From an optimization exercise on the open Yosys and OpenROAD flow, aimed at small area, a short achievable clock period and few clock cycles per item; shortcuts taken in it are not production practice. In this exercise RTL edits were held to simulation tests only and were not proved equivalent to the original.

==> 02-11: inputs <==
// digraph_letter_sentence_histogram
module digraph_letter_sentence_histogram (
    input  logic        aclk,
    input  logic        aresetn,
    input  logic        s_valid,
    output logic        s_ready,
    input  logic        s_func,
    input  logic [15:0] s_char_code,
    output logic        m_valid,
    input  logic        m_ready,
    output logic [5:0]  m_letter_index,
    output logic [15:0] m_letter_count,
    output logic [15:0] m_sentence_length,
    output logic        m_last
);
==> flow/config.mk <==
export PLATFORM = sky130hd
export DESIGN_NAME = digraph_letter_sentence_histogram
export DESIGN_NICKNAME = digraph_letter_sentence_histogram
export VERILOG_FILES = /design/flow/design.v
export SDC_FILE = /design/flow/constraint.sdc
export NUM_CORES = 4
export LEC_CHECK = 0
export ABC_CLOCK_PERIOD_IN_PS = 2700
export CAP_MARGIN = 20
export CORE_MARGIN = 2
export CORE_UTILIZATION = 55
export CTS_BUF_LIST = sky130_fd_sc_hd__clkbuf_8
export SETUP_SLACK_MARGIN = 3.3
export SLEW_MARGIN = 20
==> flow/constraint.sdc <==
create_clock -name core_clock -period 6.0 [get_ports {aclk}]
set_input_delay 1.2000 -clock core_clock [delete_from_list [all_inputs] [get_ports {aclk}]]
set_output_delay 1.2000 -clock core_clock [all_outputs]
set_load 0.01 [all_outputs]
run.sh (not shown) runs the stock make flow with config.mk's settings and CLKGATE_MAP_FILE= SYNTH_SCRIPT=/design/flow/synth_recipe.tcl, a recipe that flattens the netlist after the stock synthesis.
==> inputs of 01-19, as changes to 02-11 <==
--- a/flow/design.v
+++ b/flow/design.v
@@ -69,10 +69,16 @@
                 dw_of = 3;   
             default:
                 dw_of = 2;
         endcase
     endfunction
+    function automatic logic [2:0] johnson_val(input logic [2:0] q, input int w);
+        int c;
+        c = 0;
+        for (int i = 0; i < 3; i++) if (i < w && q[i]) c++;
+        johnson_val = q[w - 1] ? 3'(2 * w - c) : 3'(c);
+    endfunction
     function automatic logic [15:0] sat_inc(input logic [15:0] x);
         sat_inc = (x == 16'hFFFF) ? x : x + 16'd1;
     endfunction
     typedef struct packed {
         logic       f;       
@@ -187,12 +193,15 @@
     assign pop      = m_v && m_ready;
     assign drained  = win && !opv[35] && !m_v && !q_v;
     logic [17:0] oldA_v, oldB_v, xA_v, xB_v;
     always_comb begin
         for (int j = 0; j < 18; j++) begin
-            oldA_v[j] = win2 || opv[glob_a(j)];
-            oldB_v[j] = win2 || opv[glob_b(j)];
+            oldA_v[j] = win2 || (emit_now ? opv[glob_a(j) - 6'd1] : opv[glob_a(j)]);
+            if (glob_b(j) == 6'd0)
+                oldB_v[j] = win2 || (!emit_now && opv[0]);
+            else
+                oldB_v[j] = win2 || (emit_now ? opv[glob_b(j) - 6'd1] : opv[glob_b(j)]);
         end
     end
     logic       pm, is_end, is_skip, grow, close, doB, setp;
     logic [4:0] aloc;
     logic [17:0] selA, selB;
@@ -220,12 +229,11 @@
             selB[j] = doB && (r0.bl == 5'(j));
         end
     end
     assign oldA  = |(selA & oldA_v);
     assign oldB  = |(selB & oldB_v);
-    logic stall_r;
-    assign stall = stall_r;
+    assign stall = (close && win2) || |(selA & xA_v) || |(selB & xB_v);
     assign fire1 = r0_v && !stall;
     req_t din;
     assign din     = decode(s_func, s_char_code);
     assign s_ready = s_rdy;
     always_ff @(posedge aclk) begin
@@ -246,26 +254,17 @@
     assign nxt = sk_v ? sk : din;
     always_ff @(posedge aclk) begin
         if (!r0_v || fire1) r0 <= nxt;
         if (!sk_v) sk <= din;
     end
-    logic       pend_v_n, pm_n, lenz_n, prev_dot_n, prev_q_n;
-    logic [8:0] pend_oh_n;
-    assign pend_v_n   = fire1 ? setp : pend_v;
-    assign pend_oh_n  = (fire1 && setp) ? (9'(1) << r0.ll) : pend_oh;
-    assign pm_n       = fire1 ? (setp && ((tail_of(r0.ll) & nxt.tl) != 4'b0000))
-                      : (!r0_v ? (pend_v && ((pend_t & nxt.tl) != 4'b0000)) : pm);
-    assign lenz_n     = fire1 ? (close || (!grow && lenz)) : lenz;
-    assign prev_dot_n = (fire1 && (is_end || is_skip)) ? r0.cd
-                      : ((fire1 && (r0.isb || r0.isl)) ? 1'b0 : prev_dot);
-    assign prev_q_n   = (fire1 && (is_end || is_skip)) ? r0.cq
-                      : ((fire1 && (r0.isb || r0.isl)) ? 1'b0 : prev_q);
     always_ff @(posedge aclk) begin
         if (!aresetn) begin
             pm <= 1'b0;
-        end else begin
-            pm <= pm_n;
+        end else if (fire1) begin
+            pm <= setp && ((tail_of(r0.ll) & nxt.tl) != 4'b0000);
+        end else if (!r0_v) begin
+            pm <= pend_v && ((pend_t & nxt.tl) != 4'b0000);
         end
     end
     logic [15:0] len_inc, len_fin;
     assign len_inc = sat_inc(len);
     assign len_fin = r0.f ? len : len_inc;
@@ -318,11 +317,10 @@
     assign gm_next  = gmap(emit_now ? e + 6'd1 : 6'd0);
     assign open_now = drained ? (win2 || (r0_v && close)) : (!win && r0_v && close);
     assign {eA_n, eloc_n} = (emit_now || open_now) ? gm_next : {eA, eloc};
     logic [35:0] opv_n;
     logic        win2_nf, win2_ns;
-    logic [17:0] xnA, xnB;
     assign opv_n   = emit_now ? {opv[34:0], 1'b0} : (open_now ? '1 : opv);
     assign win2_ns = (drained && open_now) ? 1'b0 : win2;
     assign win2_nf = (drained && open_now) ? 1'b0 : (win2 || (r0_v && close && win));
     always_ff @(posedge aclk) begin
         if (!aresetn) begin
@@ -371,74 +369,52 @@
         logic          oa, ob;
         assign clra = emit_now && eA && (eloc == 5'(j));
         assign clrb = emit_now && !eA && (eloc == 5'(j));
         assign prea = selA[j] && oldA_v[j];
         assign preb = selB[j] && oldB_v[j];
-        assign nfa  = (&ra[WA-1:1]) && !ra[0];
-        assign nfb  = (&rb[WB-1:1]) && !rb[0];
+        assign nfa  = (WA == 2) ? (ra[1] && ra[0]) : (ra[WA-1] && ra[WA-2] && !ra[0]);
+        assign nfb  = (WB == 2) ? (rb[1] && rb[0]) : (rb[WB-1] && rb[WB-2] && !rb[0]);
         assign fa_s = !clra && fullA[j];
         assign fa_f = !clra && (prea ? nfa : fullA[j]);
         assign fb_s = !clrb && fullB[j];
         assign fb_f = !clrb && (preb ? nfb : fullB[j]);
         assign oa   = opv_n[glob_a(j)];
         assign ob   = opv_n[glob_b(j)];
-        assign xnA[j] = fire1 ? (win2_nf ? (oa || fa_f) : (oa && fa_f))
-                              : (win2_ns ? (oa || fa_s) : (oa && fa_s));
-        assign xnB[j] = fire1 ? (win2_nf ? (ob || fb_f) : (ob && fb_f))
-                              : (win2_ns ? (ob || fb_s) : (ob && fb_s));
         always_ff @(posedge aclk) begin
             if (!aresetn) begin
                 xA_v[j] <= 1'b0;
                 xB_v[j] <= 1'b0;
+            end else if (fire1) begin
+                xA_v[j] <= win2_nf ? (oa || fa_f) : (oa && fa_f);
+                xB_v[j] <= win2_nf ? (ob || fb_f) : (ob && fb_f);
             end else begin
-                xA_v[j] <= xnA[j];
-                xB_v[j] <= xnB[j];
+                xA_v[j] <= win2_ns ? (oa || fa_s) : (oa && fa_s);
+                xB_v[j] <= win2_ns ? (ob || fb_s) : (ob && fb_s);
             end
         end
         always_ff @(posedge aclk) begin
             if (!aresetn) begin
                 ra <= '0;
                 rb <= '0;
             end else begin
                 if (clra)
                     ra <= '0;
                 else if (fire1 && prea)
-                    ra <= ra + WA'(1);
+                    ra <= {ra[WA-2:0], !ra[WA-1]};
                 if (clrb)
                     rb <= '0;
                 else if (fire1 && preb)
-                    rb <= rb + WB'(1);
+                    rb <= {rb[WB-2:0], !rb[WB-1]};
             end
         end
-        assign dA[j]    = DW'(ra);
-        assign dB[j]    = DW'(rb);
-        assign fullA[j] = &ra;
-        assign fullB[j] = &rb;
-    end
-    req_t        nr;
-    logic [17:0] selA_n, selB_n;
-    logic        close_n, stall_n;
-    assign nr = (r0_v && !fire1) ? r0 : nxt;
-    always_comb begin
-        for (int j = 0; j < 18; j++) begin
-            selA_n[j] = pend_v_n && pend_oh_n[j / 2] && ((j % 2 == 1) ? pm_n : !pm_n);
-            selB_n[j] = !pm_n && nr.isb && (nr.bl == 5'(j));
-        end
-    end
-    assign close_n = nr.f ? !lenz_n : ((nr.cd && !prev_dot_n) || (nr.cq && !prev_q_n));
-    assign stall_n = (close_n && (fire1 ? win2_nf : win2_ns))
-                  || |(selA_n & xnA) || |(selB_n & xnB);
-    always_ff @(posedge aclk) begin
-        if (!aresetn) stall_r <= 1'b0;
-        else          stall_r <= stall_n;
+        assign dA[j]    = johnson_val(DW'(ra), WA);
+        assign dB[j]    = johnson_val(DW'(rb), WB);
+        assign fullA[j] = ra[WA-1] && !ra[WA-2];
+        assign fullB[j] = rb[WB-1] && !rb[WB-2];
     end
     logic [4:0]  aA, aB;
     logic [15:0] raA, raB, frA, frB, wdA, wdB;
-    logic [DW-1:0] dv0;
-    logic          inc_e;
-    assign dv0   = eA ? dA[eloc] : dB[eloc];
-    assign inc_e = fire1 && (eA ? selA[eloc] : selB[eloc]);
     always_ff @(posedge aclk) begin
         if (!aresetn) begin
             aA <= 5'd0;
             aB <= 5'd0;
         end else begin
@@ -466,11 +442,11 @@
         wbB_i   <= aB;
         wbA_inc <= opA_v;
         wbB_inc <= opB_v;
         rdA     <= frA;
         rdB     <= frB;
-        dv      <= inc_e ? dv0 + DW'(1) : dv0;
+        dv      <= eA ? dA[eloc] : dB[eloc];
         for (int j = 0; j < 18; j++) begin
             if (wbA_v && (wbA_i == 5'(j))) cA[j] <= wdA;
             if (wbB_v && (wbB_i == 5'(j))) cB[j] <= wdB;
         end
     end
--- a/flow/config.mk
+++ b/flow/config.mk
@@ -6,9 +6,8 @@
 export NUM_CORES = 4
 export LEC_CHECK = 0
 export ABC_CLOCK_PERIOD_IN_PS = 2700
 export CAP_MARGIN = 20
 export CORE_MARGIN = 2
-export CORE_UTILIZATION = 55
-export CTS_BUF_LIST = sky130_fd_sc_hd__clkbuf_8
+export CORE_UTILIZATION = 40
 export SETUP_SLACK_MARGIN = 3.3
 export SLEW_MARGIN = 20
==> results.ini <==
[routing]
wl_um=136000

[logic_synthesis]
synth-compound-area-share_pct=13.2
synthAdderAreaFrac_pct=4.77

[place]
dp_cells=5144

[setup_path]
endpoint=aB[4]
cp.depth=8

[final_layout]
comb.multi_input.count=2541
fin_cells=5503

[run_status]
status=complete, no violations

# the run above: 01-19

==> results.ini <==
[run_status]
status=complete, no violations

[logic_synthesis]
synth-compound-area-share_pct=15.5
synthAdderAreaFrac_pct=3.28

[setup_path]
endpoint=stall_r
r2r-start=stall_r
arrival_ns=4.08

[pwr]
seq-power_uw=7090

[place]
dp_cells=4441

[final_layout]
comb.multi_input.count=2315
fin_cells=4874

[routing]
wl_um=138000

# the run above: 02-11

Testbench counts of 02-11, summed over its fixed seeds: cycles 34,066, items 32,123.
Testbench counts of 01-19, summed over its fixed seeds: cycles 34,222, items 32,123.

-- afterwards: timing with drivers on the ports --
Ports are ideal in the flow. The routed layouts listed here were re-timed in OpenROAD.
Step 1, drivers: a clkbuf_16 drives aclk and a buf_2 each remaining input, both assumed.
Step 2 also shifts input and output timing later by t, the mid clock arrival at the registers, as if the neighbouring blocks saw the same clock.
a / b / c = ideal ports / drivers / drivers and shift; a / b = the first two.
run	t, ns	setup WS [ns]	worst hold slack (ns)	worst data-port slew with drivers (ns)	cell pins on the clock port's net
02-11	0.875	2.633 / 2.633 / 1.829	0.426 / 0.426 / 0.426	0.04	1
01-19	0.764	2.870 / 2.870 / 2.533	0.430 / 0.430 / 0.430	0.04	1
After both steps every run listed still meets setup and hold. The setup slack of 02-11, which loses most, moves by 0.000 ns with the drivers and by -0.804 ns with both steps.
